This is an optimization exercise on Yosys and OpenROAD, whose aim is small area, not a production implementation.
Function was checked by simulation only, so behaviour that the tests miss may differ from the original.
No driver is modelled on the clock port, so clocking that relies on it looks cheaper here than on a real chip.

## v2
==> module video_timing, before the edit <==
module video_timing (
  input wire clk_100mhz,
  input wire sys_rst,
  output logic [10:0] hpos,
  output logic [9:0] ypos,
  output logic hsync_d,
  output logic vsync_d,
  output logic active_d,
  output logic new_frame
);
  localparam int H_TOTAL  = 1280 + 110 + 40 + 220;
  localparam int V_TOTAL  = 720 + 5 + 5 + 20;
  localparam int HS_START = 1280 + 110;
  localparam int HS_END   = HS_START + 40;
  localparam int LAT      = 3;
  function automatic [9:0] yv(input int v);
    yv = 10'(720 - v);
  endfunction
  function automatic [10:0] inc11(input logic [10:0] v);
    logic c;
    c = 1'b1;
    for (int i = 0; i < 11; i++) begin
      inc11[i] = v[i] ^ c;
      c = c & v[i];
    end
  endfunction
  function automatic [9:0] dec10(input logic [9:0] v);
    logic b;
    b = 1'b1;
    for (int i = 0; i < 10; i++) begin
      dec10[i] = v[i] ^ b;
      b = b & ~v[i];
    end
  endfunction
  logic h_last, y_last, y_blank;
  assign h_last = (hpos == 11'(H_TOTAL));
  assign y_last = (ypos == yv(V_TOTAL - 1));
  localparam logic [9:0] Y_RST = yv(0);
  logic [9:0] ypos_q;
  assign ypos = ypos_q ^ Y_RST;
  always_ff @(posedge clk_100mhz) begin
    if (sys_rst) begin
      hpos   <= 11'd1;
      ypos_q <= '0;
    end else if (h_last) begin
      hpos   <= 11'd1;
      ypos_q <= y_last ? 10'd0 : (dec10(ypos) ^ Y_RST);
    end else begin
      hpos   <= inc11(hpos);
    end
  end
  assign y_blank = (ypos == 10'd0) || (&ypos[9:5]);
  logic h_ge_lat;
  assign h_ge_lat  = (hpos >= 11'(LAT + 1));
  assign hsync_d   = (hpos >= 11'(HS_START + LAT + 1)) && (hpos < 11'(HS_END + LAT + 1));
  assign active_d  = h_ge_lat && (hpos < 11'(1280 + LAT + 1)) && !y_blank;
  assign vsync_d   = h_ge_lat
                   ? ((ypos >= yv(720 + 5 + 5 - 1)) && (ypos <= yv(720 + 5)))
                   : ((ypos >= yv(720 + 5 + 5)) && (ypos <= yv(720 + 5 + 1)));
  always_ff @(posedge clk_100mhz) begin
    new_frame <= !sys_rst && (hpos == 11'(1280)) && (ypos == yv(720));
  end
endmodule
clock: 13.4 ns
lec_check: 0
cap_margin: 10
core_margin: 2
core_utilization: 78
cts_buf_list: sky130_fd_sc_hd__clkbuf_8
gpl_timing_driven: 0
place_density: 0.88
setup_slack_margin: 0.8
slew_margin: 10
standard.sh (not shown) runs the stock make flow with config.mk's settings and CLKGATE_MAP_FILE= SYNTH_SCRIPT=/design/flow/synth_recipe.tcl, a recipe that flattens the netlist after the stock synthesis.
==> flow/flow/run.sh <==
#!/bin/bash
# The standard layout (standard.sh) with these changes:
#  - synthesis maps the logic with an area-oriented ABC script (flow/abc_area.script) in
#    place of ORFS's speed script; the rest of the synthesis script is ORFS's, unchanged,
#    so the registers are those of the standard synthesis
#  - after synthesis, full adders are flipped where that saves inverters (a full adder
#    with all inputs and outputs inverted is the same adder: flow/polfix.py); the result
#    is kept only if a SAT miter proves it equal to the synthesized netlist
#    (flow/check_equiv.sh); flip-flops are not touched
#  - port buffers are sky130_fd_sc_hd__buf_1 instead of the resizer's default pick
#  - the buffers ABC put in are removed at floorplan (repair_design re-buffers as needed)
#  - clock tree synthesis inserts no dummy loads, and clock buffers driving 16 or more
#    flip-flops are then swapped for clkbuf_16 (flow/post_cts.tcl) to keep clock slew low
set -euo pipefail
here=$PWD
res="$here/orfs/results/sky130hd/car_video_top/base"
rm -rf "$here/scripts_synth"
cp -r "$FLOW_HOME/scripts" "$here/scripts_synth"
cp "$here/flow/abc_area.script" "$here/scripts_synth/abc_speed.script"
SCRIPTS_DIR="$here/scripts_synth" bash standard.sh "$res/1_2_yosys.v" > synth.log 2>&1
cp "$res/1_2_yosys.v" "$here/yosys_abc.v"
if python3 "$here/flow/polfix.py" "$here/yosys_abc.v" "$here/yosys_polfix.v" > polfix.log 2>&1 &&
   bash "$here/flow/check_equiv.sh" "$here/yosys_abc.v" "$here/yosys_polfix.v" > check_equiv.log 2>&1; then
  echo "polarity fix proven equal; using it" >> polfix.log
  cp "$here/yosys_polfix.v" "$res/1_2_yosys.v"
else
  echo "polarity fix not used" >> polfix.log
fi
export BUFFER_PORTS_ARGS="-buffer_cell sky130_fd_sc_hd__buf_1"
export REMOVE_ABC_BUFFERS=1
export CTS_ARGS="-sink_clustering_enable -repair_clock_nets -dont_use_dummy_load -buf_list sky130_fd_sc_hd__clkbuf_8"
export POST_CTS_TCL="$here/flow/post_cts.tcl"
bash standard.sh > standard.log 2>&1
Other scripts of this flow, unchanged in this note and not shown: flow/flow/abc_area.script, flow/flow/check_equiv.sh, flow/flow/cutff.py, flow/flow/fa_models.v, flow/flow/polfix.py, flow/flow/post_cts.tcl
## Diff of input files: v7 against v2
--- a/flow/design.v
+++ b/flow/design.v
@@ -68,20 +68,17 @@
   endfunction
   logic h_last, y_last, y_blank;
   assign h_last = (hpos == 11'(H_TOTAL));
   assign y_last = (ypos == yv(V_TOTAL - 1));
-  localparam logic [9:0] Y_RST = yv(0);
-  logic [9:0] ypos_q;
-  assign ypos = ypos_q ^ Y_RST;
   always_ff @(posedge clk_100mhz) begin
     if (sys_rst) begin
-      hpos   <= 11'd1;
-      ypos_q <= '0;
+      hpos <= 11'd1;
+      ypos <= yv(0);
     end else if (h_last) begin
-      hpos   <= 11'd1;
-      ypos_q <= y_last ? 10'd0 : (dec10(ypos) ^ Y_RST);
+      hpos <= 11'd1;
+      ypos <= y_last ? yv(0) : dec10(ypos);
     end else begin
-      hpos   <= inc11(hpos);
+      hpos <= inc11(hpos);
     end
   end
   assign y_blank = (ypos == 10'd0) || (&ypos[9:5]);
   logic h_ge_lat;
Notes after the runs:
Compared with v2, in v7 number of instances in the synthesized netlist comparable, fraction of met3 tracks used by global routing has decreased, number of signal-net buffers in the layout +about 2%.
Critical path depth: v7 vs v2 down 3.2%
Taking v2 as the reference, in v7 setup slack picked up an extra 0.14 ns, total wire length now smaller, global router's overall resource usage dropped 4.4 points, register-to-register path setup slack picked up an extra 0.14 ns.

[port drivers added, routing unchanged]
No port has a modelled driver above. Below, the same layouts with a new extraction and two added sets of constraints. Step 1, drivers: a clkbuf_16 drives clk_100mhz and a buf_2 each remaining input, both assumed. Step 2 times the ports against the registers' clock, not the clock port: input delays grow and output delays shrink by t, the midpoint of the rising clock arrivals with the driver on. Three values: ideal, step 1, step 2; two values: the first two.
run	t (ns)	setup slack, ns	hold slack, ns	latest minus earliest clock arrival (ns)	worst slew at a driven data input, ns
v2	0.442	1.083 / 1.083 / 1.083	0.309 / 0.309 / 0.309	0.030 / 0.030	0.06
v7	0.444	1.220 / 1.220 / 1.220	0.325 / 0.325 / 0.325	0.029 / 0.030	0.05
After both steps setup and hold are still met in every run listed.
